This is an optimization exercise on Yosys and OpenROAD, whose aim is small area, a short achievable clock period and few clock cycles per item, not a production implementation.
At most, simulation tests tie the RTL to the original design; equivalence was not proved.
The RTL of runs 1, 2, 5 and 6 was laid out without a check of its function.

`flow/standard.sh`:
```
#!/bin/bash
# synth_recipe.tcl (not shown) runs the flow's synth.tcl, then flattens the netlist and writes it again
# the make line also repeats each setting of config.mk as NAME=value (left out here)
make -C /OpenROAD-flow-scripts/flow DESIGN_CONFIG=/design/flow/config.mk WORK_HOME=/design/flow/orfs CLKGATE_MAP_FILE= SYNTH_SCRIPT=/design/flow/synth_recipe.tcl "${@:-finish}"
```
`flow/design.v`:
```
`default_nettype none
package vsll_pkg;
  localparam int ADC_W = 12;
  localparam int REQ_W = 7;
  localparam int MV_W = 16;
  localparam int CC_W = 8;
  localparam int CNT_W = 16;
  localparam int CFG_IDX_W = 3;
  localparam int CFG_DATA_W = 16;
  localparam int ADC_FULL_SCALE = 4095;
  localparam logic [1:0] CLASS_LOW = 2'd0;
  localparam logic [1:0] CLASS_HIGH = 2'd1;
  localparam logic [1:0] CLASS_BAND = 2'd2;
  localparam logic [CFG_IDX_W-1:0] REG_LOW_THRESHOLD = 3'd0;
  localparam logic [CFG_IDX_W-1:0] REG_HIGH_THRESHOLD = 3'd1;
  localparam logic [CFG_IDX_W-1:0] REG_LIMIT_CEILING = 3'd2;
  localparam logic [CFG_IDX_W-1:0] REG_CONFIRM_CYCLES = 3'd3;
  localparam logic [CFG_IDX_W-1:0] REG_PAUSE_DOWN_INIT = 3'd4;
  localparam logic [CFG_IDX_W-1:0] REG_PAUSE_UP_LOW = 3'd5;
  localparam logic [CFG_IDX_W-1:0] REG_PAUSE_UP_HIGH = 3'd6;
  localparam logic [CFG_IDX_W-1:0] REG_MAX_NO_NOMINAL = 3'd7;
  localparam logic [MV_W-1:0] RST_LOW_THRESHOLD = 16'd11000;
  localparam logic [MV_W-1:0] RST_HIGH_THRESHOLD = 16'd13000;
  localparam logic [REQ_W-1:0] RST_LIMIT_CEILING = 7'd10;
  localparam logic [CC_W-1:0] RST_CONFIRM_CYCLES = 8'd4;
  localparam logic [CNT_W-1:0] RST_PAUSE_DOWN_INIT = 16'd10;
  localparam logic [CNT_W-1:0] RST_PAUSE_UP_LOW = 16'd50;
  localparam logic [CNT_W-1:0] RST_PAUSE_UP_HIGH = 16'd20;
  localparam logic [CNT_W-1:0] RST_MAX_NO_NOMINAL = 16'd1000;
  typedef struct packed {
    logic [ADC_W-1:0] adc_sample;
    logic [REQ_W-1:0] required_step;
  } in_item_t;
  typedef struct packed {
    logic [MV_W-1:0]  filtered_mv;
    logic [1:0]       level_class;
    logic [REQ_W-1:0] curr_limit;
    logic             limit_moved;
    logic             no_nominal_error;
    logic [CNT_W-1:0] error_total;
  } out_item_t;
  typedef struct packed {
    logic [MV_W-1:0]  low_threshold_mv;
    logic [MV_W-1:0]  high_threshold_mv;
    logic [REQ_W-1:0] limit_ceiling;
    logic [CC_W-1:0]  confirm_cycles;
    logic [CNT_W-1:0] pause_down_init;
    logic [CNT_W-1:0] pause_up_after_low;
    logic [CNT_W-1:0] pause_up_after_high;
    logic [CNT_W-1:0] max_no_nominal;
  } cfg_t;
  typedef struct packed {
    logic [1:0]       level_class;
    logic [REQ_W-1:0] curr_limit;
    logic             limit_moved;
    logic             no_nominal_error;
    logic [CNT_W-1:0] error_total;
  } lvl_res_t;
endpackage
`default_nettype wire
`default_nettype none
import vsll_pkg::*;
module voltage_sag_load_limiter #(
  parameter int AVG_DEPTH = 16,
  parameter int VREF_MV = 3300,
  parameter int DIVIDER_RATIO = 11
) (
  input  wire logic                            clk,
  input  wire logic                            rst,
  input  wire logic                            in_valid,
  output logic                                 in_stall,
  input  wire logic [18:0]                     in_data,
  output logic                                 out_valid,
  input  wire logic                            out_stall,
  output logic [42:0]                          out_data,
  input  wire logic                            cfg_we,
  input  wire logic [vsll_pkg::CFG_IDX_W-1:0]  cfg_index,
  input  wire logic [vsll_pkg::CFG_DATA_W-1:0] cfg_data
);
  logic [15:0] cfg_low, cfg_high, cfg_pdi, cfg_pul, cfg_puh, cfg_maxnn;
  logic [6:0]  cfg_ceil;
  logic [7:0]  cfg_cc;
  always_ff @(posedge clk) begin
    if (rst) begin
      cfg_low <= RST_LOW_THRESHOLD;
      cfg_high <= RST_HIGH_THRESHOLD;
      cfg_ceil <= RST_LIMIT_CEILING;
      cfg_cc <= RST_CONFIRM_CYCLES;
      cfg_pdi <= RST_PAUSE_DOWN_INIT;
      cfg_pul <= RST_PAUSE_UP_LOW;
      cfg_puh <= RST_PAUSE_UP_HIGH;
      cfg_maxnn <= RST_MAX_NO_NOMINAL;
    end else if (cfg_we) begin
      case (cfg_index)
        3'd0: cfg_low <= cfg_data;
        3'd1: cfg_high <= cfg_data;
        3'd2: cfg_ceil <= cfg_data[6:0];
        3'd3: cfg_cc <= cfg_data[7:0];
        3'd4: cfg_pdi <= cfg_data;
        3'd5: cfg_pul <= cfg_data;
        3'd6: cfg_puh <= cfg_data;
        default: cfg_maxnn <= cfg_data;
      endcase
    end
  end
  logic [6:0]  limit, prev_req;
  logic [7:0]  low_cnt, high_cnt;
  logic [15:0] raise_pause, lower_pause, nn_count, err_total;
  logic [15:0] mv_o;
  logic [1:0]  cls_o;
  logic        moved_o, nne_o;
  logic        err;
  logic aux_v;             
  logic v0, v1, v2, v3;
  logic blocked, fire, load3;
  logic stall_q;           
  assign in_stall = stall_q;
  assign blocked = out_valid && out_stall;
  assign fire = v3 && !blocked;
  assign load3 = !v3 || !blocked;
  always_ff @(posedge clk) begin
    if (rst) begin
      aux_v <= 1'b0;
      stall_q <= 1'b0;
      v0 <= 1'b0;
      v1 <= 1'b0;
      v2 <= 1'b0;
      v3 <= 1'b0;
      out_valid <= 1'b0;
    end else begin
      if (!aux_v) begin
        v0 <= in_valid;
        v1 <= v0;
        v2 <= v1;
      end
      aux_v <= !load3 && (aux_v || v2);
      stall_q <= !load3 && (aux_v || v2);
      if (load3) v3 <= aux_v || v2;
      if (fire) out_valid <= 1'b1;
      else if (!out_stall) out_valid <= 1'b0;
    end
  end
  logic [11:0] w0;
  logic [6:0]  req0, req1, req2;
  always_ff @(posedge clk) begin
    if (!aux_v) begin
      w0 <= in_data[18:7];
      req0 <= in_data[6:0];
      req1 <= req0;
      req2 <= req1;
    end
  end
  logic [11:0] win [1:16];
  logic [4:0]  fill;
  logic [15:0] sum;
  logic        shift;
  assign shift = v0 && !aux_v;
  always_ff @(posedge clk) begin
    if (shift) begin
      win[1] <= w0;
      for (int i = 2; i <= 16; i++) win[i] <= win[i-1];
    end
  end
  always_ff @(posedge clk) begin
    if (rst) begin
      fill <= '0;
      sum <= '0;
    end else if (shift) begin
      if (!fill[4]) fill <= fill + 5'd1;
      sum <= sum + 16'(w0) - 16'(fill[4] ? win[16] : 12'd0);
    end
  end
  logic [11:0] avg;
  logic [21:0] p2;
  assign avg = sum[15:4];
  always_ff @(posedge clk) begin
    if (!aux_v) p2 <= (22'(avg) << 10) - (22'(avg) << 8) + (22'(avg) << 6) - (22'(avg) << 3)
                     + 22'(avg);
  end
  logic [21:0] aux_p;
  logic [6:0]  aux_req;
  always_ff @(posedge clk) begin
    if (!aux_v) begin
      aux_p <= p2;
      aux_req <= req2;
    end
  end
  logic [21:0] p3in;
  logic [11:0] ph;
  logic [11:0] pl;
  logic        pc;
  logic [15:0] mv3n;
  logic [17:0] m_s, m_c, lown, high18;
  logic [17:0] loA_s, loA_c, hiA_s, hiA_c, loA_d, hiA_d, loB_d, hiB_d;
  logic [15:0] mvA, mvB;
  logic [15:0] mv3;
  logic        lt3, gt3;
  logic [6:0]  req3;
  always_comb begin
    p3in = aux_v ? aux_p : p2;
    ph = p3in[21:10];
    pl = {p3in[9:0], 2'b00};
    pc = (13'(ph) + 13'(pl) + 13'd1) >= 13'd4096;
    m_s = 18'(ph) ^ (18'(ph) << 1) ^ (18'(ph) << 3);
    m_c = ((18'(ph) & (18'(ph) << 1)) | (18'(ph) & (18'(ph) << 3))
          | ((18'(ph) << 1) & (18'(ph) << 3))) << 1;
    mvA = 16'(m_s + m_c);
    mvB = 16'(m_s + m_c + 18'd11);
    lown = ~(18'(cfg_low));
    high18 = 18'(cfg_high);
    loA_s = m_s ^ m_c ^ lown;
    loA_c = ((m_s & m_c) | (m_s & lown) | (m_c & lown)) << 1;
    loA_d = loA_s + loA_c + 18'd1;
    loB_d = loA_s + loA_c + 18'd12;
    hiA_s = high18 ^ ~m_s ^ ~m_c;
    hiA_c = ((high18 & ~m_s) | (high18 & ~m_c) | (~m_s & ~m_c)) << 1;
    hiA_d = hiA_s + hiA_c + 18'd2;
    hiB_d = hiA_s + hiA_c - 18'd9;
    mv3n = pc ? mvB : mvA;
  end
  logic [6:0] req3n;
  logic [8:0] dA, dB, d3;
  logic       dzA, dzB, dmA, dmB, dpA, dpB;
  logic       dz3, dm3, dp3;
  logic       use_a;
  always_comb begin
    req3n = aux_v ? aux_req : req2;
    dA = 9'(req3n) - 9'(req3);
    dB = 9'(req3n) - 9'(prev_req);
    dzA = (req3n == req3);
    dzB = (req3n == prev_req);
    dmA = (8'(req3n) + 8'd1 == 8'(req3));
    dmB = (8'(req3n) + 8'd1 == 8'(prev_req));
    dpA = (8'(req3n) == 8'(req3) + 8'd1);
    dpB = (8'(req3n) == 8'(prev_req) + 8'd1);
  end
  always_ff @(posedge clk) begin
    if (load3) begin
      mv3 <= mv3n;
      lt3 <= pc ? loB_d[17] : loA_d[17];
      gt3 <= pc ? hiB_d[17] : hiA_d[17];
      req3 <= req3n;
      if (use_a) begin
        d3 <= dA;
        dz3 <= dzA;
        dm3 <= dmA;
        dp3 <= dpA;
      end else begin
        d3 <= dB;
        dz3 <= dzB;
        dm3 <= dmB;
        dp3 <= dpB;
      end
    end
  end
  logic        c_low, c_high;
  logic [15:0] rp, lp, et_inc;
  logic [7:0]  lc_n, hc_n;
  logic [15:0] rp_n, lp_n, nn_n;
  logic        up, down, hz, lim_nz;
  logic [9:0]  vm, v0c, vp;
  logic [6:0]  lm, l0, lp7, lim_n;
  logic        mm, m0, mp, moved;
  function automatic logic [7:0] clampm(input logic [9:0] v, input logic eq,
                                        input logic [6:0] ceil, input logic [6:0] lim,
                                        input logic nz);
    logic [6:0] r;
    logic       m;
    if (v[9]) begin
      r = 7'd0;
      m = nz;
    end else if (v[8:0] > 9'(ceil)) begin
      r = ceil;
      m = (lim != ceil);
    end else begin
      r = v[6:0];
      m = !eq;
    end
    clampm = {m, r};
  endfunction
  always_comb begin
    c_low = lt3;
    c_high = !lt3 && gt3;
    rp = (raise_pause != 16'd0) ? raise_pause - 16'd1 : 16'd0;
    lp = (lower_pause != 16'd0) ? lower_pause - 16'd1 : 16'd0;
    lc_n = c_low ? ((low_cnt != 8'd0) ? low_cnt - 8'd1 : 8'd0) : cfg_cc;
    hc_n = c_high ? ((high_cnt != 8'd0) ? high_cnt - 8'd1 : 8'd0) : cfg_cc;
    lim_nz = (limit != 7'd0);
    up = c_low && (low_cnt[7:1] == 7'd0) && (raise_pause[15:1] == 15'd0) && (limit < cfg_ceil);
    hz = c_high && (high_cnt[7:1] == 7'd0);
    down = hz && (lower_pause[15:1] == 15'd0) && lim_nz;
    rp_n = (up || down) ? cfg_pdi : rp;
    lp_n = up ? cfg_pul : (down ? cfg_puh : lp);
    if (hz) nn_n = 16'd0;
    else if (nn_count < cfg_maxnn) nn_n = nn_count + 16'd1;
    else nn_n = nn_count;
    err = hz ? (cfg_maxnn == 16'd0) : (17'(nn_count) + 17'd1 >= 17'(cfg_maxnn));
    et_inc = err_total + 16'd1;
    vm = 10'(limit) + {d3[8], d3} - 10'd1;
    v0c = 10'(limit) + {d3[8], d3};
    vp = 10'(limit) + {d3[8], d3} + 10'd1;
    {mm, lm} = clampm(vm, dp3, cfg_ceil, limit, lim_nz);
    {m0, l0} = clampm(v0c, dz3, cfg_ceil, limit, lim_nz);
    {mp, lp7} = clampm(vp, dm3, cfg_ceil, limit, lim_nz);
    use_a = fire && !err;
    lim_n = up ? lp7 : (down ? lm : l0);
    moved = up ? mp : (down ? mm : m0);
  end
  always_ff @(posedge clk) begin
    if (rst) begin
      limit <= 7'd0;
      prev_req <= RST_LIMIT_CEILING;
      low_cnt <= RST_CONFIRM_CYCLES;
      high_cnt <= RST_CONFIRM_CYCLES;
      raise_pause <= '0;
      lower_pause <= '0;
      nn_count <= '0;
      err_total <= '0;
    end else if (fire) begin
      limit <= lim_n;
      low_cnt <= lc_n;
      high_cnt <= hc_n;
      raise_pause <= rp_n;
      lower_pause <= lp_n;
      nn_count <= nn_n;
      if (err) err_total <= et_inc;
      else prev_req <= req3;
    end
  end
  always_ff @(posedge clk) begin
    if (fire) begin
      mv_o <= mv3;
      cls_o <= c_low ? CLASS_LOW : (c_high ? CLASS_HIGH : CLASS_BAND);
      moved_o <= moved;
      nne_o <= err;
    end
  end
  assign out_data = {mv_o, cls_o, limit, moved_o, nne_o, err_total};
endmodule
`default_nettype wire
```
`flow/constraint.sdc`:
```
create_clock -name core_clock -period 11.0 [get_ports {clk}]
set_input_delay 2.2000 -clock core_clock [delete_from_list [all_inputs] [get_ports {clk}]]
set_output_delay 2.2000 -clock core_clock [all_outputs]
set_load 0.01 [all_outputs]
```
`flow/config.mk`:
```
export PLATFORM = sky130hd
export DESIGN_NAME = voltage_sag_load_limiter
export DESIGN_NICKNAME = voltage_sag_load_limiter
export VERILOG_FILES = /design/flow/design.v
export SDC_FILE = /design/flow/constraint.sdc
export NUM_CORES = 4
export LEC_CHECK = 0
export CAP_MARGIN = 20
export CORE_MARGIN = 2
export CORE_UTILIZATION = 40
export PLACE_DENSITY = 0.6
export SLEW_MARGIN = 20
```
`flow/flow/run.sh`:
```
#!/bin/bash
# Standard layout, with the timing repair aimed at a tighter setup target than the clock
# period (the clock period and every constraint stay as given).
set -euo pipefail
bash standard.sh SETUP_SLACK_MARGIN=7 finish > standard_flow.log 2>&1
```
==> flow_summary.ini, run 1 <==
[outcome]
status = complete, no violations

[worst_setup_path]
crit_arrival_ps = 4750
reg2reg_from = stall_q
rrSetupSlack_ps = 6670
required_ps = 11420
start_kind = flop
crit_top_cell = fa_1
crit_slowest_cell = fa_1
path_buf_inv = 4
worst_path_largest_cell_delay_ps = 580
worstPathCellList = buf_6 -> buf_16 -> mux2_4 -> fa_1 -> inv_2 -> fa_1 -> inv_1 -> ha_4 -> or3_1 -> o21ai_2 -> o21bai_4 -> nand2b_1 -> o2111ai_1 -> o31a_1 -> a2111oi_4 -> o211ai_1 -> a41o_1
cp_max_fo = 6
cp_top_family = adder cells
endpoint_kind = flop
crit_start = stall_q
worstSetupPathType = flop to flop

[sta]
finalSetupTns_ps = 0
fin_crit_ps = 4330
whs_ps = 407
final_max_slew_viol_count = 0
worst_slack_ps = 6670
timing.final.crit_share_pct = 39.4
setup_viol_count_final = 0
finalClockSkew_ps = 39.9
worstMarginPinSlew_ps = 1060
rsz0062_at_grt = true
hold_viol = 0
fmaxAchievable_mhz = 231
slew_headroom_pct = 28.4

[synth]
synth_edf_count = 303
async_flop_share_pct = 0
synth_flop_cell = edfxtp_1
synth.yosys.seq_area_share_pct = 47.8
avgSynthCellArea_sq_um = 10.2
ys_ff_latch = 564
synth_area_leaders = edfxtp_1 (30%), dfxtp_1 (17%), ha_1 (9.2%)
netlist_area_sq_um = 30000
syn_inst = 2932
syn_nets = 3269
yosys.area.top_type = edfxtp_1
synth_top_area_share_pct = 30.4
yosysWarnings = 2
synth_cell_types = 94

[floorplan]
core_area_sq_um = 74300
rows = 100
die_h_microns = 278
io_pins = 88
die_area_sq_um = 77100
initial_core_util_pct = 40.3
die_x_microns = 278

[hold_path]
hold_start = mv3[10]
hp-class = flop to flop

[detailed_routing]
wl_met1_mm = 33.2
top_layer = met4
wirelength_mm = 75.0
wl_met2_mm = 36.4
met3WireLength_mm = 3.41
drtAntennaViolNets = 0
post_drt_via_cell_ratio = 5.37
firstDrtPassIters = 5
wl_per_cell_microns = 18.2
drc = 0
drt_iter0_drc = 1490
vias = 22100

[clock_tree]
clk_pin_slew_ps = 60
cts_tree = done
cts.sinks = 564
cts_buffer_depth = 3
cts_buffers = 61
clk_latency_ps = 660
cts_root_buf = clkbuf_16
htreeDepth = 2

[final_layout]
seqCellArea_sq_um = 14400
multi_input_area_sq_um = 15500
area_growth_pct = 20.5
n_antenna_cell = 0
nFillCells = 6772
nNetsFinal = 3438
postLayoutCoreUtil_pct = 48.6
drive_above_1_share_pct = 14.7

[global_route]
grt_pass1_vias = 22000
grt.overflow.total = 0
grt_pass1_wl_mm = 119
grt_antenna_before_repair = 0
grt_usage_pct = 19.0
grt_max_degree = 119

[place]
place_congestion = 0.886
post-dp-hpwl_mm = 50.5
io_buffers = 87
pre_cts_ws_ps = 5290

[run]
maxCapViolCount = 0
## cells in the mapped netlist (20+ instances only)
library cell  count
nand2_1         361
edfxtp_1        303
dfxtp_1         261
inv_1           249
a21oi_1         230
ha_1            221
nor2_1          201
o21ai_0         103
xnor2_1          96
clkbuf_1         74
fa_1             73
nand3_1          68
nor3_1           60
xor2_1           54
mux2i_1          41
a21o_1           39
a211oi_1         38
nand2b_1         31
nand3b_1         28
nand4_1          24
nor2b_1          21
and3_1           20
## final cells by class
class,instances,share of cell area [%]
Multi-Input combinational cell,2024,43.0
Sequential cell,564,39.8
Clock inverter,29,1.12
Clock buffer,86,4.74
Timing Repair Buffer,199,5.25
Tap cell,969,3.36
Inverter,251,2.68
## through the flow
stage               cells  cell area (sq um)
floorplan            2932              30300
global placement     3909              32100
detailed placement   3909              32100
CTS                  4088              35500
global route         4122              36100
finish               4122              36100
## routing by layer
| layer | vias up | global-route usage [%] |
|---|---|---|
| met5 | - | 0 |
| met4 | 0 | 5.72 |
| met3 | 124 | 2.49 |
| met2 | 476 | 33.1 |
| met1 | 10800 | 24.7 |
| li1 | 10700 | - |
## registers in the layout, summed over array words and instances (netlist names), 12 cells and up
signal,flops
cfg_low,16
w0,12
raise_pause,16
p2,22
cfg_high,16
mv_o,16
cfg_maxnn,16
mv3,16
win,192
cfg_puh,16
err_total,16
cfg_pul,16
aux_p,22
cfg_pdi,16
sum,16
nn_count,16
lower_pause,16
## placed cells by master, fill, tap and decap left out, types with 39 or more instances in the layout
cell type | synthesis | layout
nand2_1 | 361 | 358
edfxtp_1 | 303 | 303
dfxtp_1 | 261 | 237
a21oi_1 | 230 | 222
inv_1 | 249 | 219
ha_1 | 221 | 196
nor2_1 | 201 | 191
buf_4 | 3 | 94
o21ai_0 | 103 | 87
xnor2_1 | 96 | 87
clkdlybuf4s50_1 | 0 | 84
fa_1 | 73 | 68
clkbuf_16 | 0 | 62
nand3_1 | 68 | 59
nor3_1 | 60 | 51
xor2_1 | 54 | 50
a21o_1 | 39 | 39
## cells by family (layout without fill, tap and decap cells)
kind of cell,Yosys count,after routing,synth area share (%)
adder cells (fa/ha/maj),294,294,14.1
AND/OR/NAND/NOR,910,912,14.2
XOR/XNOR,151,151,4.44
buffers and inverters,346,565,4.43
AO/OA/AOI/OAI,605,605,12.8
flip-flops,564,564,47.8
multiplexers,62,62,2.18
## what timing repair did
action,CTS,global route
buffers inserted,59,33
endpoints found under the hold margin,0,0
resized for setup,166,72
gates cloned,5,0
pin swaps,77,55
hold buffers,0,0
endpoints found under the setup margin,96,121
## worst paths after layout
path              end  depth (start not counted)
max               lt3                         17
min          mv_o[10]                          0
max reg2reg       lt3                         17
min reg2reg  mv_o[10]                          0
==> inputs of run 2 (changes only) <==
--- a/flow/design.v
+++ b/flow/design.v
@@ -258,6 +258,7 @@
   logic [7:0]  lc_n, hc_n;
   logic [15:0] rp_n, lp_n, nn_n;
   logic        up, down, hz, lim_nz;
+  logic        nn_lt, nn_ge1, max_nz, max_le1, cmp_lt, cmp_ge1, cmp_ge2;
   logic [9:0]  vm, v0c, vp;
   logic [6:0]  lm, l0, lp7, lim_n;
   logic        mm, m0, mp, moved;
@@ -292,9 +293,14 @@
     rp_n = (up || down) ? cfg_pdi : rp;
     lp_n = up ? cfg_pul : (down ? cfg_puh : lp);
     if (hz) nn_n = 16'd0;
-    else if (nn_count < cfg_maxnn) nn_n = nn_count + 16'd1;
+    else if (nn_lt) nn_n = nn_count + 16'd1;
     else nn_n = nn_count;
-    err = hz ? (cfg_maxnn == 16'd0) : (17'(nn_count) + 17'd1 >= 17'(cfg_maxnn));
+    err = hz ? (cfg_maxnn == 16'd0) : nn_ge1;
+    max_nz = (cfg_maxnn != 16'd0);
+    max_le1 = (cfg_maxnn[15:1] == 15'd0);
+    cmp_lt = (nn_count < cfg_maxnn);
+    cmp_ge1 = (17'(nn_count) + 17'd1 >= 17'(cfg_maxnn));
+    cmp_ge2 = (17'(nn_count) + 17'd2 >= 17'(cfg_maxnn));
     et_inc = err_total + 16'd1;
     vm = 10'(limit) + {d3[8], d3} - 10'd1;
     v0c = 10'(limit) + {d3[8], d3};
@@ -302,7 +308,7 @@
     {mm, lm} = clampm(vm, dp3, cfg_ceil, limit, lim_nz);
     {m0, l0} = clampm(v0c, dz3, cfg_ceil, limit, lim_nz);
     {mp, lp7} = clampm(vp, dm3, cfg_ceil, limit, lim_nz);
-    use_a = fire && !err;
+    use_a = v3 && !err;
     lim_n = up ? lp7 : (down ? lm : l0);
     moved = up ? mp : (down ? mm : m0);
   end
@@ -328,6 +334,23 @@
     end
   end
   always_ff @(posedge clk) begin
+    if (fire) begin
+      if (hz) begin
+        nn_lt <= max_nz;
+        nn_ge1 <= max_le1;
+      end else if (nn_lt) begin
+        nn_lt <= !nn_ge1;
+        nn_ge1 <= cmp_ge2;
+      end else begin
+        nn_lt <= 1'b0;
+        nn_ge1 <= 1'b1;
+      end
+    end else begin
+      nn_lt <= cmp_lt;
+      nn_ge1 <= cmp_ge1;
+    end
+  end
+  always_ff @(posedge clk) begin
     if (fire) begin
       mv_o <= mv3;
       cls_o <= c_low ? CLASS_LOW : (c_high ? CLASS_HIGH : CLASS_BAND);
==> flow_summary.ini, run 2 <==
[outcome]
status = complete, no violations

[floorplan]
rows = 100
die_h_microns = 279
initial_core_util_pct = 40.6
core_area_sq_um = 74700
io_pins = 88
die_area_sq_um = 78000
die_x_microns = 279

[worst_setup_path]
worstSetupPathType = flop to flop
crit_slowest_cell = fa_1
cp_max_fo = 6
rr_endpoint = gt3
cp_top_family = adder cells
start_kind = flop
crit_arrival_ps = 4730
endpoint_kind = flop
worstPathCellList = buf_12 -> buf_16 -> mux2i_4 -> buf_6 -> fa_2 -> fa_1 -> ha_4 -> a21oi_4 -> o211ai_1 -> o41ai_2 -> a2bb2oi_2 -> nand2b_1 -> xnor2_1 -> nor4_2 -> nand4bb_1 -> a21o_1
path_buf_inv = 3
worst_path_largest_cell_delay_ps = 600
worst_r2r_path_depth = 16
required_ps = 11380
reg2reg_from = stall_q
rrSetupSlack_ps = 6650

[synth]
yosysMostFrequentCell = nand2_1
ys_ff_latch = 566
synth_top_area_share_pct = 30.0
netlist_area_sq_um = 30300
synth_area_leaders = edfxtp_1 (30%), dfxtp_1 (17%), ha_1 (9.8%)
avgSynthCellArea_sq_um = 10.2
async_flop_share_pct = 0
yosys.area.top_type = edfxtp_1
synth.yosys.seq_area_share_pct = 47.4
syn_inst = 2980
yosysWarnings = 2
synth_flop_cell = edfxtp_1
synth_edf_count = 303
synth_cell_types = 91
synthTopCellsByCount = nand2_1 (387), edfxtp_1 (303), dfxtp_1 (263)
syn_nets = 3333

[clock_tree]
cts_root_buf = clkbuf_16
cts.sinks = 566
cts_buffer_depth = 3
htreeDepth = 3
clk_pin_slew_ps = 60
clk_latency_ps = 620
cts_tree = done
cts_buffers = 66

[global_route]
grt_pass1_vias = 22000
grt_antenna_before_repair = 0
grt_usage_pct = 19.2
grt.overflow.total = 0
grt_pass1_wl_mm = 119
grt_max_degree = 134

[final_layout]
top_register = win
nNetsFinal = 3493
largest_register_ffs = 192
nFillCells = 6676
final_common_cell = nand2_1
drive_above_1_share_pct = 13.1
layout_common_cells = nand2_1 (380), edfxtp_1 (303), dfxtp_1 (249)
n_antenna_cell = 0
stdcell_count = 4162
area_growth_pct = 19.0
top_regs = win: 192 flops, aux_p: 22 flops, p2: 22 flops

[place]
io_buffers = 87
place_congestion = 0.891
post-dp-hpwl_mm = 51.2
dp.cells = 3947
pre_cts_ws_ps = 6050

[sta]
worst_slack_ps = 6650
timing.final.crit_share_pct = 39.6
fin_crit_ps = 4350
slew_headroom_pct = 20.4
whs_ps = 396
hold_viol = 0
rsz0062_at_grt = true
fmaxAchievable_mhz = 230
final_max_slew_viol_count = 0
worstMarginPinSlew_ps = 1180
finalSetupTns_ps = 0
finalClockSkew_ps = 30.4
setup_viol_count_final = 0

[detailed_routing]
drc = 0
drtAntennaViolNets = 0
firstDrtPassIters = 6
drt_iter0_drc = 1579
post_drt_via_cell_ratio = 5.41
wirelength_mm = 75.5
vias = 22500
wl_per_cell_microns = 18.1

[run]
maxCapViolCount = 0

[hold_path]
worstHoldEndpoint = mv_o[12]
hold_start = mv3[12]
hold_depth = 0
hp-class = flop to flop
[run 2: changes by cell type after synthesis, moves of 16 or more]
| cell | change |
|---|---|
| nand2_1 | +26 |
| nand3b_1 | -26 |
| o211ai_1 | +25 |
| nor2_1 | -24 |
| a21oi_1 | +19 |
| a211oi_1 | -16 |
| ha_1 | +16 |
| nand4_1 | +16 |
[run 2: worst max-delay path by stage]
stage | from | endpoint | slack (ps) | cells after the start
floorplan | stall_q | gt3 | 6730 | 18
global placement | stall_q | gt3 | 6140 | 16
detailed placement | stall_q | gt3 | 6050 | 16
CTS | stall_q | gt3 | 6730 | 18
global route | stall_q | gt3 | 6480 | 16
finish | stall_q | gt3 | 6650 | 16
[run 2: repair_timing]
item | in CTS | in global routing
setup endpoints to repair | 43 | 40
setup buffers | 46 | 45
hold buffers | 0 | 0
pin swaps | 56 | 53
gates resized for setup | 98 | 61
cloned | 3 | 0
[run 2: layout make-up]
cell class | count | area (sq um) | area share [%]
Clock inverter | 38 | 420 | 1.17
Tap cell | 969 | 1210 | 3.36
Clock buffer | 83 | 1790 | 4.96
Sequential cell | 566 | 14400 | 39.9
Multi-Input combinational cell | 2070 | 15500 | 43.0
Timing Repair Buffer | 196 | 1800 | 5.00
Inverter | 240 | 936 | 2.60
[run 2: kinds of logic (layout without fill, tap and decap cells)]
kind of cell / after synthesis / count (layout) / share of synthesized area (%)
muxes: 64 / 64 / 2.20
AOI/OAI and AO/OA: 589 / 590 / 12.2
and+or+nand+nor: 941 / 941 / 14.4
adders and majority gates: 312 / 312 / 14.7
xor gates and xnor gates: 163 / 163 / 4.79
DFF: 566 / 566 / 47.4
buffers and inverters: 345 / 557 / 4.36
[run 2: metrics by stage]
step,util (%),area (sq um)
2_1_floorplan,-,30600
3_3_place_gp,43.3,32400
3_5_place_dp,43.3,32400
4_1_cts,47.5,35500
5_1_grt,48.3,36100
6_report,48.3,36100
[run 2: layer usage]
metal	track usage (%)	share of wire, %	vias to the layer above
li1	-	-	10900
met1	25.8	46	11000
met2	31.8	47	572
met3	3.15	4.9	123
met4	5.54	2.3	0
met5	0	0	-
==> inputs of run 3 (changes only) <==
--- a/flow/design.v
+++ b/flow/design.v
@@ -177,14 +177,6 @@
     if (!aux_v) p2 <= (22'(avg) << 10) - (22'(avg) << 8) + (22'(avg) << 6) - (22'(avg) << 3)
                      + 22'(avg);
   end
-  logic [21:0] aux_p;
-  logic [6:0]  aux_req;
-  always_ff @(posedge clk) begin
-    if (!aux_v) begin
-      aux_p <= p2;
-      aux_req <= req2;
-    end
-  end
   logic [21:0] p3in;
   logic [11:0] ph;
   logic [11:0] pl;
@@ -197,7 +189,7 @@
   logic        lt3, gt3;
   logic [6:0]  req3;
   always_comb begin
-    p3in = aux_v ? aux_p : p2;
+    p3in = p2;
     ph = p3in[21:10];
     pl = {p3in[9:0], 2'b00};
     pc = (13'(ph) + 13'(pl) + 13'd1) >= 13'd4096;
@@ -218,6 +210,20 @@
     hiB_d = hiA_s + hiA_c - 18'd9;
     mv3n = pc ? mvB : mvA;
   end
+  logic [15:0] aux_mv;
+  logic        aux_lt, aux_gt;
+  logic [6:0]  aux_req;
+  logic        lt3n, gt3n;
+  assign lt3n = pc ? loB_d[17] : loA_d[17];
+  assign gt3n = pc ? hiB_d[17] : hiA_d[17];
+  always_ff @(posedge clk) begin
+    if (!aux_v) begin
+      aux_mv <= mv3n;
+      aux_lt <= lt3n;
+      aux_gt <= gt3n;
+      aux_req <= req2;
+    end
+  end
   logic [6:0] req3n;
   logic [8:0] dA, dB, d3;
   logic       dzA, dzB, dmA, dmB, dpA, dpB;
@@ -236,9 +242,9 @@
   end
   always_ff @(posedge clk) begin
     if (load3) begin
-      mv3 <= mv3n;
-      lt3 <= pc ? loB_d[17] : loA_d[17];
-      gt3 <= pc ? hiB_d[17] : hiA_d[17];
+      mv3 <= aux_v ? aux_mv : mv3n;
+      lt3 <= aux_v ? aux_lt : lt3n;
+      gt3 <= aux_v ? aux_gt : gt3n;
       req3 <= req3n;
       if (use_a) begin
         d3 <= dA;
==> flow/flow/run.sh (replaced) <==
#!/bin/bash
# Standard layout, with the timing repair aimed at a tighter setup target than the clock
# period (the clock period and every constraint stay as given).
set -euo pipefail
bash standard.sh SETUP_SLACK_MARGIN=7.4 finish > standard_flow.log 2>&1
==> flow_summary.ini, run 3 <==
[final_layout]
stdcell_area_sq_um = 36000
layout_common_cells = nand2_1 (380), edfxtp_1 (303), dfxtp_1 (232)
nNetsFinal = 3521
largest_register_ffs = 192
area_growth_pct = 19.1
final_common_cell = nand2_1
top_regs = win: 192 flops, p2: 22 flops
n_antenna_cell = 0
top_register = win
drive_above_1_share_pct = 14.3

[clock_tree]
cts_buffer_depth = 3
cts_root_buf = clkbuf_16
cts.sinks = 562
cts_buffers = 61
htreeDepth = 2
clk_pin_slew_ps = 70
cts_tree = done
clk_latency_ps = 670

[worst_setup_path]
worstSetupPathType = flop to flop
rrSetupSlack_ps = 6900
cp_max_fo = 5
start_kind = flop
reg2reg_from = d3[0]
endpoint_kind = flop
worst_r2r_path_depth = 15
rr_endpoint = limit[6]
crit_arrival_ps = 4610
required_ps = 11500

[global_route]
grt_antenna_before_repair = 2
grt_usage_pct = 19.0
grt_max_degree = 129
grt_pass1_wl_mm = 118
grt.overflow.total = 0
grt_pass1_vias = 21300

[sta]
final_max_slew_viol_count = 0
setup_viol_count_final = 0
timing.final.crit_share_pct = 37.3
rsz0062_at_grt = true
finalClockSkew_ps = 45.7
fmaxAchievable_mhz = 244
worstMarginPinSlew_ps = 779
hold_viol = 0
finalSetupTns_ps = 0
slew_headroom_pct = 47.9
fin_crit_ps = 4100

[detailed_routing]
wl_per_cell_microns = 17.9
drtAntennaViolNets = 0
drc = 0
vias = 22100
post_drt_via_cell_ratio = 5.29
firstDrtPassIters = 5
wirelength_mm = 75.1
drt_iter0_drc = 1415

[synth]
synth_flop_cell = edfxtp_1
netlist_area_sq_um = 30200
async_flop_share_pct = 0
synth_top_area_share_pct = 30.1
synth_edf_count = 303
yosysMostFrequentCell = nand2_1
synth_cell_types = 81
syn_inst = 3011
synth.yosys.seq_area_share_pct = 47.3
yosysWarnings = 2
yosys.area.top_type = edfxtp_1
synth_area_leaders = edfxtp_1 (30%), dfxtp_1 (17%), ha_1 (9.8%)
syn_nets = 3363
avgSynthCellArea_sq_um = 10.0
synthTopCellsByCount = nand2_1 (386), edfxtp_1 (303), dfxtp_1 (259)
ys_ff_latch = 562

[run]
maxCapViolCount = 0

[place]
place_congestion = 0.888
post-dp-hpwl_mm = 50.2
post_dp_cell_area_sq_um = 32200
io_buffers = 87

[hold_path]
hold_start = win[10][11]
hold_depth = 0
worstHoldEndpoint = win[11][11]
hp-class = flop to flop

[floorplan]
io_pins = 88
initial_core_util_pct = 40.5
rows = 100
die_h_microns = 279
die_x_microns = 279
die_area_sq_um = 77800
core_area_sq_um = 74600

[outcome]
status = complete, no violations
## run 3: cell types whose count changed after synthesis, moves of 10 or more
cell and delta:
a211o_1 +10, a211oi_1 +16, clkbuf_1 -13, mux2_2 -13
nand3_1 -17, nand3b_1 +31, nor2_1 +58, nor4_1 -10
o211ai_1 -30, o21ai_0 +25
## run 3: per-layer routing
layer / track usage, % / routed length, microns
met4: 5.43 / 1870
met3: 2.53 / 3550
met5: 0 / 0
met2: 31.0 / 34500
met1: 26.6 / 35200
## run 3: critical path: stages, from the launching register on
cell and delay (ps):
edfxtp_1 370, ha_2 210, fa_2 370, a211o_4 360
and2_4 170, or4_4 530, nor2_4 140, nand2_2 70
xnor2_2 140, ha_1 370, a211oi_2 240, a21oi_2 100
a21oi_4 270, mux2_4 340, a211oi_2 230, nor3_1 60
## run 3: kinds of logic after synthesis
group                      share of synthesized area, %
buffers and inverters                              4.25
muxes                                              1.50
AOI/OAI and AO/OA                                  12.6
and+or+nand+nor                                    15.1
adders and majority gates                          14.6
DFF                                                47.3
xor gates and xnor gates                           4.70
## run 3: layout make-up
class,instances,area (sq um)
Multi-Input combinational cell,2117,15700
Tap cell,969,1210
Fill cell,6843,38600
Clock inverter,35,344
Clock buffer,78,1640
Timing Repair Buffer,194,1830
Inverter,233,905
Sequential cell,562,14400
## run 3: how the worst max path moves through the flow
stage	cells after the start	slack (ps)	end	start
3_3_place_gp	10	6230	nn_ge1	out_stall
3_5_place_dp	10	6190	nn_ge1	out_stall
6_report	15	6900	limit[6]	d3[0]
2_1_floorplan	17	7020	limit[5]	d3[0]
4_1_cts	16	6910	limit[1]	d3[0]
5_1_grt	16	6770	limit[1]	limit[2]
## run 3: what timing repair did
item                       in CTS  in global routing
setup endpoints to repair     351                264
gates resized for setup       219                141
buffers inserted               48                 36
gates cloned                    4                  0
pin swaps                      45                 82
hold buffers                    0                  0
## run 3: per-stage QoR
| step | util, % | std cells | hold WS [ps] | worst slack, ps |
|---|---|---|---|---|
| 6_report | 48.2 | 4188 | 390 | 6900 |
| 5_1_grt | 48.2 | 4188 | 407 | 6770 |
| 4_1_cts | 47.1 | 4152 | 395 | 6910 |
| 3_5_place_dp | 43.2 | 3987 | 405 | 6190 |
| 3_3_place_gp | 43.2 | 3987 | 401 | 6230 |
| 2_1_floorplan | - | 3011 | 400 | 7020 |
Testbench counts of run 3, summed over its fixed seeds: cycles 8,160, items 8,000.
==> inputs of run 4 (changes only) <==
==> flow/flow/run.sh (replaced) <==
#!/bin/bash
# Standard layout, with the timing repair aimed at a tighter setup target than the clock
# period (the clock period and every constraint stay as given).
set -euo pipefail
bash standard.sh SETUP_SLACK_MARGIN=7 finish > standard_flow.log 2>&1
==> flow_summary.ini, run 4 <==
[sta]
hold_viol = 0
whs_ps = 405
rsz0062_at_grt = true
worstMarginPinSlew_ps = 1010
fin_crit_ps = 4070
slew_headroom_pct = 32.6
timing.final.crit_share_pct = 37.0
final_max_slew_viol_count = 0
finalSetupTns_ps = 0
finalClockSkew_ps = 22.0
fmaxAchievable_mhz = 245
setup_viol_count_final = 0

[detailed_routing]
vias = 21700
drtAntennaViolNets = 0
post_drt_via_cell_ratio = 5.25
wl_per_cell_microns = 17.5
drt_iter0_drc = 1418
drc = 0
wirelength_mm = 72.4
firstDrtPassIters = 5

[worst_setup_path]
cp_max_fo = 7
required_ps = 11480
crit_arrival_ps = 4560
crit_slowest_cell = or4_4
worst_path_largest_cell_delay_ps = 530
start_kind = flop
endpoint_kind = flop
worstSetupPathType = flop to flop
worstPathCellList = ha_2 -> fa_2 -> a211o_4 -> and2_4 -> or4_4 -> nor2_4 -> nand2_2 -> xnor2_4 -> ha_4 -> nand4_1 -> o22ai_2 -> a21oi_2 -> a21oi_4 -> buf_12 -> mux2_4 -> a211oi_2 -> nor3_1

[place]
place_congestion = 0.877
post-dp-hpwl_mm = 49.8
post_dp_cell_area_sq_um = 32100
io_buffers = 87

[synth]
async_flop_share_pct = 0
synth_cell_types = 81
synth_edf_count = 303
synthTopCellsByCount = nand2_1 (386), edfxtp_1 (303), dfxtp_1 (259)
syn_nets = 3363
synth_top_area_share_pct = 30.1
synth_area_leaders = edfxtp_1 (30%), dfxtp_1 (17%), ha_1 (9.8%)
yosysWarnings = 2
netlist_area_sq_um = 30200
yosys.area.top_type = edfxtp_1
avgSynthCellArea_sq_um = 10.0
synth.yosys.seq_area_share_pct = 47.3
synth_flop_cell = edfxtp_1
ys_ff_latch = 562
syn_inst = 3011
yosysMostFrequentCell = nand2_1

[floorplan]
die_x_microns = 279
die_area_sq_um = 77800
rows = 100
initial_core_util_pct = 40.5
die_h_microns = 279
core_area_sq_um = 74600
io_pins = 88

[final_layout]
area_growth_pct = 16.2
top_regs = win: 192 flops, p2: 22 flops
n_antenna_cell = 0
largest_register_ffs = 192
stdcell_area_sq_um = 35100
layout_common_cells = nand2_1 (384), edfxtp_1 (303), dfxtp_1 (241)
postLayoutCoreUtil_pct = 47.1
nNetsFinal = 3474
drive_above_1_share_pct = 10.0
final_common_cell = nand2_1
top_register = win

[clock_tree]
clk_latency_ps = 640
cts_buffer_depth = 3
cts_tree = done
cts_buffers = 60
cts.sinks = 562
clk_pin_slew_ps = 60
cts_root_buf = clkbuf_16
htreeDepth = 2
hold_buffers = 0

[global_route]
grt_pass1_wl_mm = 114
grt_usage_pct = 18.4
grt_antenna_before_repair = 0
grt_pass1_vias = 20800
grt.overflow.total = 0
grt_max_degree = 125

[run]
maxCapViolCount = 0

[outcome]
status = complete, no violations

[hold_path]
hp-class = flop to flop
[run 4: through the flow]
stage          std cells  worst slack [ps]
5_1_grt             4143              6750
4_1_cts             4126              6920
2_1_floorplan       3011              6980
6_report            4143              6930
3_3_place_gp        3986              6220
3_5_place_dp        3987              6200
[run 4: layer usage]
metal,routed length (microns),global-route usage (%)
met2,33100,29.6
met5,0,0
met1,34200,25.6
met4,1810,5.56
met3,3290,2.54
[run 4: worst max-delay path, delay by kind of cell, from the launching register on]
kind | cells | cell delay (ps)
AND/OR/NAND/NOR | 6 | 1120
AO/OA/AOI/OAI | 5 | 920
adder cells (fa/ha/maj) | 3 | 870
flip-flops | 1 | 370
multiplexers | 1 | 300
XOR/XNOR | 1 | 200
buffers and inverters | 1 | 150
[run 4: repair_timing]
| action | 4_1_cts | 5_1_grt |
|---|---|---|
| setup buffers | 24 | 16 |
| gates resized for setup | 77 | 68 |
| pin swaps | 32 | 37 |
| cloned | 1 | 0 |
| endpoints found under the setup margin | 93 | 38 |
[run 4: path summary, 6_finish.rpt]
check	start	to	slack [ps]	cells after the start
hold reg to reg	mv3[6]	mv_o[6]	400	0
hold / removal	mv3[6]	mv_o[6]	400	0
setup reg to reg	d3[0]	limit[4]	6930	17
setup / recovery	d3[0]	limit[4]	6930	17
[run 4: kinds of logic (layout without fill, tap and decap cells)]
logic type / count (synthesis) / count (layout) / share of synthesized area (%)
buffers and inverters: 332 / 495 / 4.25
DFF: 562 / 562 / 47.3
adders and majority gates: 309 / 309 / 14.6
and+or+nand+nor: 985 / 985 / 15.1
muxes: 44 / 44 / 1.50
AOI/OAI and AO/OA: 617 / 617 / 12.6
xor gates and xnor gates: 162 / 162 / 4.70
[run 4: layout make-up]
type                       count  area (sq um)
tap                          969          1210
clock inverter                36           389
clock buffer                  78          1700
sequential                   562         14300
inverter                     233           883
fill                        6954         39400
multi-input combinational   2117         15200
timing repair buffer         148          1430
==> inputs of run 5 (changes only) <==
--- a/flow/design.v
+++ b/flow/design.v
@@ -111,7 +111,7 @@
   logic        moved_o, nne_o;
   logic        err;
   logic aux_v;             
-  logic v0, v1, v2, v3;
+  logic v1, v2, v3;
   logic blocked, fire, load3;
   logic stall_q;           
   assign in_stall = stall_q;
@@ -122,15 +122,13 @@
     if (rst) begin
       aux_v <= 1'b0;
       stall_q <= 1'b0;
-      v0 <= 1'b0;
       v1 <= 1'b0;
       v2 <= 1'b0;
       v3 <= 1'b0;
       out_valid <= 1'b0;
     end else begin
       if (!aux_v) begin
-        v0 <= in_valid;
-        v1 <= v0;
+        v1 <= in_valid;
         v2 <= v1;
       end
       aux_v <= !load3 && (aux_v || v2);
@@ -140,13 +138,10 @@
       else if (!out_stall) out_valid <= 1'b0;
     end
   end
-  logic [11:0] w0;
-  logic [6:0]  req0, req1, req2;
+  logic [6:0]  req1, req2;
   always_ff @(posedge clk) begin
     if (!aux_v) begin
-      w0 <= in_data[18:7];
-      req0 <= in_data[6:0];
-      req1 <= req0;
+      req1 <= in_data[6:0];
       req2 <= req1;
     end
   end
@@ -154,10 +149,10 @@
   logic [4:0]  fill;
   logic [15:0] sum;
   logic        shift;
-  assign shift = v0 && !aux_v;
+  assign shift = in_valid && !aux_v;
   always_ff @(posedge clk) begin
     if (shift) begin
-      win[1] <= w0;
+      win[1] <= in_data[18:7];
       for (int i = 2; i <= 16; i++) win[i] <= win[i-1];
     end
   end
@@ -167,7 +162,7 @@
       sum <= '0;
     end else if (shift) begin
       if (!fill[4]) fill <= fill + 5'd1;
-      sum <= sum + 16'(w0) - 16'(fill[4] ? win[16] : 12'd0);
+      sum <= sum + 16'(in_data[18:7]) - 16'(fill[4] ? win[16] : 12'd0);
     end
   end
   logic [11:0] avg;
@@ -265,6 +260,7 @@
   logic [15:0] rp_n, lp_n, nn_n;
   logic        up, down, hz, lim_nz;
   logic        nn_lt, nn_ge1, max_nz, max_le1, cmp_lt, cmp_ge1, cmp_ge2;
+  logic [16:0] nn_gap;
   logic [9:0]  vm, v0c, vp;
   logic [6:0]  lm, l0, lp7, lim_n;
   logic        mm, m0, mp, moved;
@@ -304,9 +300,10 @@
     err = hz ? (cfg_maxnn == 16'd0) : nn_ge1;
     max_nz = (cfg_maxnn != 16'd0);
     max_le1 = (cfg_maxnn[15:1] == 15'd0);
-    cmp_lt = (nn_count < cfg_maxnn);
-    cmp_ge1 = (17'(nn_count) + 17'd1 >= 17'(cfg_maxnn));
-    cmp_ge2 = (17'(nn_count) + 17'd2 >= 17'(cfg_maxnn));
+    nn_gap = {1'b0, cfg_maxnn} - {1'b0, nn_count};
+    cmp_lt = !nn_gap[16] && (nn_gap != 17'd0);
+    cmp_ge1 = nn_gap[16] || (nn_gap[15:1] == 15'd0);
+    cmp_ge2 = nn_gap[16] || (nn_gap[15:2] == 14'd0 && nn_gap[1:0] != 2'd3);
     et_inc = err_total + 16'd1;
     vm = 10'(limit) + {d3[8], d3} - 10'd1;
     v0c = 10'(limit) + {d3[8], d3};
==> flow_summary.ini, run 5 <==
[outcome]
status = complete, no violations

[detailed_routing]
firstDrtPassIters = 6
met3WireLength_mm = 3.25
drc = 0
wl_met2_mm = 35.8
drt_iter0_drc = 1517
wirelength_mm = 74.7
post_drt_via_cell_ratio = 5.41
vias = 22400
wl_per_cell_microns = 18.0
drtAntennaViolNets = 0
wl_met1_mm = 32.9
top_layer = met5

[sta]
slew_headroom_pct = 23.0
fin_crit_ps = 4330
timing.final.crit_share_pct = 39.3
worst_slack_ps = 6670
final_max_slew_viol_count = 0
finalClockSkew_ps = 50.8
fmaxAchievable_mhz = 231
rsz0062_at_grt = true
setup_viol_count_final = 0
hold_viol = 0
finalSetupTns_ps = 0
worstMarginPinSlew_ps = 1160

[clock_tree]
clk_latency_ps = 640
cts.sinks = 542
htreeDepth = 2
cts_buffers = 58
cts_root_buf = clkbuf_16
cts_tree = done
cts_buffer_depth = 3
clk_pin_slew_ps = 60
hold_buffers = 0

[synth]
avgSynthCellArea_sq_um = 9.94
syn_inst = 2983
netlist_area_sq_um = 29600
synth_top_area_share_pct = 28.8
synth_edf_count = 284
synth_top_family_by_area = simple AND/OR/NAND/NOR gates
synth_xor_area_share_pct = 4.16
yosys.area_share.simple_pct = 16.1
synth_flop_cell = edfxtp_1
ys_ff_latch = 542
yosysWarnings = 2
syn_nets = 3304
synth_compound_area_share_pct = 13.6
synth_cell_types = 103
synthAdderAreaFrac_pct = 13.6
synth.yosys.seq_area_share_pct = 46.2
synth_area_leaders = edfxtp_1 (29%), dfxtp_1 (17%), ha_1 (8.6%)
async_flop_share_pct = 0
synthMuxAreaShare_pct = 1.89
yosys.area.top_type = edfxtp_1
yosysMostFrequentCell = nand2_1
synthTopCellsByCount = nand2_1 (381), edfxtp_1 (284), dfxtp_1 (258)

[worst_setup_path]
crit_slowest_cell = fa_1
crit_arrival_ps = 4660
cp_top_family = adder cells
worst_path_largest_cell_delay_ps = 620
path_buf_inv = 2
worstSetupPathType = flop to flop
worstPathCellList = fa_1 -> inv_2 -> fa_1 -> ha_4 -> a2111oi_4 -> buf_4 -> o21ai_4 -> nand2_2 -> o2111ai_2 -> a21oi_2 -> xnor2_2 -> or3b_4 -> o311ai_4 -> o311ai_4
endpoint_kind = flop
start_kind = flop
cp_max_fo = 4
required_ps = 11340

[floorplan]
rows = 99
die_area_sq_um = 76300
initial_core_util_pct = 40.5
die_h_microns = 276
io_pins = 88
core_area_sq_um = 73200
die_x_microns = 276

[final_layout]
drive_above_1_share_pct = 14.6
largest_register_ffs = 192
top_register = win
n_antenna_cell = 0
nFillCells = 6702
seqCellArea_sq_um = 13700
layout_common_cells = nand2_1 (374), edfxtp_1 (284), dfxtp_1 (240)
multi_input_area_sq_um = 15700
final_common_cell = nand2_1
top_regs = win: 192 flops, p2: 22 flops
stdcell_count = 4138
nNetsFinal = 3450
postLayoutCoreUtil_pct = 47.9
area_growth_pct = 18.4

[global_route]
grt.overflow.total = 0
grt_usage_pct = 19.2
grt_max_degree = 138
grt_antenna_before_repair = 2
grt_pass1_wl_mm = 119
grt_pass1_vias = 22200

[place]
dp.cells = 3953
io_buffers = 87
place_congestion = 0.886
post-dp-hpwl_mm = 51.5
pre_cts_ws_ps = 5690

[hold_path]
hp-class = flop to flop

[run]
maxCapViolCount = 0
==> run 5: cell types whose count changed after synthesis, moves of 8 or more <==
| cell | previous run | this run |
|---|---|---|
| xnor2_1 | 98 | 82 |
| edfxtp_1 | 303 | 284 |
| inv_1 | 231 | 241 |
| ha_1 | 236 | 204 |
| nor2b_1 | 32 | 22 |
| and2_1 | 15 | 23 |
| a211oi_1 | 38 | 49 |
| a21o_1 | 41 | 19 |
==> run 5: metal layers <==
layer	vias up	global-route usage [%]
met1	10900	24.7
met2	512	32.8
met3	167	2.78
li1	10800	-
met4	4	6.96
met5	-	0
==> run 5: what timing repair did <==
action / CTS / global route
setup endpoints to repair: 167 / 48
setup buffers: 46 / 28
pin swaps: 59 / 67
cloned: 0 / 1
resized for setup: 156 / 101
==> run 5: cell type report <==
cell class / instances / area share, %
Clock buffer: 66 / 4.25
Tap cell: 959 / 3.42
Timing Repair Buffer: 177 / 4.54
Inverter: 245 / 2.76
Multi-Input combinational cell: 2105 / 44.7
Clock inverter: 44 / 1.18
Sequential cell: 542 / 39.1
==> run 5: cell families (layout without fill, tap and decap cells) <==
family | after synthesis | after routing
AND/OR/NAND/NOR | 1005 | 1005
AO/OA/AOI/OAI | 630 | 631
flip-flops | 542 | 542
buffers and inverters | 337 | 532
adder cells (fa/ha/maj) | 278 | 278
XOR/XNOR | 140 | 140
multiplexers | 51 | 51
==> run 5: final timing paths <==
| kind | from | endpoint | slack (ps) | cells past startpoint |
|---|---|---|---|---|
| min reg2reg | mv3[10] | mv_o[10] | 410 | 0 |
| max | p2[15] | gt3 | 6670 | 14 |
| max reg2reg | p2[15] | gt3 | 6670 | 14 |
| min | mv3[10] | mv_o[10] | 410 | 0 |
==> run 5: through the flow <==
stage	hold slack, ps	cell area, sq um
after floorplan	400	29800
after global placement	403	31600
after detailed placement	405	31600
after CTS	415	34400
after global routing	423	35100
final	414	35100
==> inputs of run 6 (changes only) <==
==> flow/flow/run.sh (replaced) <==
#!/bin/bash
# Standard layout, with the timing repair aimed at a tighter setup target than the clock
# period (the clock period and every constraint stay as given).
set -euo pipefail
bash standard.sh SETUP_SLACK_MARGIN=6.8 finish > standard_flow.log 2>&1
==> flow_summary.ini, run 6 <==
[final_layout]
largest_register_ffs = 192
top_register = win
nNetsFinal = 3457
layout_common_cells = nand2_1 (376), edfxtp_1 (284), dfxtp_1 (248)
top_regs = win: 192 flops, p2: 22 flops
final_common_cell = nand2_1
postLayoutCoreUtil_pct = 48.0
area_growth_pct = 18.6
nFillCells = 6605
drive_above_1_share_pct = 13.2

[worst_setup_path]
endpoint_kind = flop
required_ps = 11410
crit_arrival_ps = 4680
cp_max_fo = 4
crit_top_cell = fa_1
crit_slowest_cell = fa_1
worst_path_largest_cell_delay_ps = 610
start_kind = flop
worstSetupPathType = flop to flop
path_buf_inv = 1
worstPathCellList = fa_1 -> inv_2 -> fa_1 -> ha_4 -> a2111oi_4 -> o21ai_2 -> a31oi_2 -> o21ai_1 -> xnor2_1 -> nand4b_1 -> nor4_4 -> a41oi_1 -> o311ai_1
cp_top_family = compound AO/OA/AOI/OAI gates

[sta]
rsz0062_at_grt = true
finalSetupTns_ps = 0
slew_headroom_pct = 29.0
final_max_slew_viol_count = 0
timing.final.crit_share_pct = 38.8
fmaxAchievable_mhz = 234
fin_crit_ps = 4270
setup_viol_count_final = 0
hold_viol = 0
worstMarginPinSlew_ps = 1070
finalClockSkew_ps = 35.8

[synth]
synth_compound_area_share_pct = 13.6
synth_cell_types = 103
synth_area_leaders = edfxtp_1 (29%), dfxtp_1 (17%), ha_1 (8.6%)
yosys.area.top_type = edfxtp_1
synthAdderAreaFrac_pct = 13.6
synth.yosys.seq_area_share_pct = 46.2
synth_top_area_share_pct = 28.8
yosys.area_share.simple_pct = 16.1
synthTopCellsByCount = nand2_1 (381), edfxtp_1 (284), dfxtp_1 (258)
synth_top_family_by_area = simple AND/OR/NAND/NOR gates
synth_xor_area_share_pct = 4.16
async_flop_share_pct = 0
synth_edf_count = 284
synth_flop_cell = edfxtp_1
ys_ff_latch = 542
synthMuxAreaShare_pct = 1.89
avgSynthCellArea_sq_um = 9.94
yosysWarnings = 2
syn_inst = 2983
syn_nets = 3304
netlist_area_sq_um = 29600
yosysMostFrequentCell = nand2_1

[clock_tree]
cts_buffers = 58
clk_latency_ps = 630
cts_tree = done
htreeDepth = 2
cts_root_buf = clkbuf_16
cts_buffer_depth = 3
clk_pin_slew_ps = 60
hold_buffers = 0
cts.sinks = 542

[global_route]
grt_max_degree = 137
grt_pass1_vias = 22600
grt_antenna_before_repair = 3
grt_pass1_wl_mm = 121
grt_usage_pct = 19.4
grt.overflow.total = 0

[detailed_routing]
post_drt_via_cell_ratio = 5.48
wl_per_cell_microns = 18.5
drt_iter0_drc = 1738
wirelength_mm = 76.5
vias = 22700
drtAntennaViolNets = 0
drc = 0
firstDrtPassIters = 5

[floorplan]
initial_core_util_pct = 40.5
io_pins = 88
rows = 99
core_area_sq_um = 73200
die_x_microns = 276
die_h_microns = 276
die_area_sq_um = 76300

[place]
place_congestion = 0.879
post-dp-hpwl_mm = 51.9
io_buffers = 87

[outcome]
status = complete, no violations

[hold_path]
hp-class = flop to flop

[run]
maxCapViolCount = 0
## run 6: final cells by class
| cell class | instances | area (sq um) | area share [%] |
|---|---|---|---|
| antenna | 2 | 5.00 | 0.0142 |
| clock buffer | 67 | 1510 | 4.29 |
| clock inverter | 40 | 562 | 1.60 |
| inverter | 245 | 953 | 2.71 |
| multi-input combinational | 2104 | 15500 | 44.1 |
| sequential | 542 | 13700 | 39.0 |
| tap | 959 | 1200 | 3.41 |
| timing repair buffer | 185 | 1710 | 4.87 |
## run 6: repair_timing
| action | in CTS | in global routing |
|---|---|---|
| pin swaps | 44 | 71 |
| gates resized for setup | 109 | 97 |
| buffers inserted | 39 | 39 |
| endpoints found under the setup margin | 84 | 27 |
| cloned | 1 | 1 |
## run 6: cells by family (layout without fill, tap and decap cells)
group,after synthesis,after routing
other,0,2
muxes,51,51
and+or+nand+nor,1005,1005
xor gates and xnor gates,140,140
buffers and inverters,337,537
adders and majority gates,278,278
AOI/OAI and AO/OA,630,630
DFF,542,542
## run 6: metal layers
metal / global-route usage, % / vias up / routed length (microns)
li1: - / 10900 / -
met1: 24.5 / 11100 / 33000
met2: 33.2 / 592 / 36800
met3: 2.89 / 179 / 3730
met4: 7.82 / 4 / 2970
met5: 0 / - / 23
## run 6: final timing paths
check,startpoint,endpoint,slack [ps],depth (start not counted)
setup / recovery,p2[12],gt3,6730,13
hold reg to reg,mv3[0],mv_o[0],400,0
setup reg to reg,p2[12],gt3,6730,13
hold / removal,mv3[0],mv_o[0],400,0
## run 6: through the flow
stage               cells  worst slack (ps)  hold slack [ps]  cell area, sq um
floorplan            2983              6550              400             29800
global placement     3953              5560              404             31600
detailed placement   3954              5450              405             31600
CTS                  4101              6770              396             34400
global route         4142              6610              418             35100
finish               4144              6730              401             35100

==> port drivers added, routing unchanged <==
The results above use ideal ports. As a check the final layouts listed here were re-extracted and re-timed, cells and wires unchanged.
Step 1 assumes that a clkbuf_16 drives the clock port and a buf_2 every other input.
Step 2 adds t to the input delays and takes it off the output delays; t is the mean of the earliest and latest rising clock arrival at the registers after step 1. Input paths then give back, and output paths get back, about the clock's delay inside the block.
Three values: no drivers, after step 1, after step 2; two values: the first two.
run	t, ns	setup slack, ns	hold slack, ns	worst slew at a driven data input, ns
run 1	0.707	6.669 / 6.669 / 6.239	0.407 / 0.407 / 0.407	0.05
run 2	0.672	6.645 / 6.645 / 6.474	0.396 / 0.396 / 0.396	0.08
run 3	0.709	6.896 / 6.896 / 6.790	0.390 / 0.390 / 0.390	0.05
run 4	0.686	6.925 / 6.925 / 6.498	0.405 / 0.405 / 0.405	0.06
run 5	0.680	6.673 / 6.673 / 6.100	0.414 / 0.414 / 0.414	0.11
run 6	0.674	6.729 / 6.729 / 6.145	0.401 / 0.401 / 0.401	0.11
After both steps setup and hold are still met in every run listed. The setup slack of run 6, which loses most, moves by 0.000 ns with the drivers and by -0.584 ns with both steps.
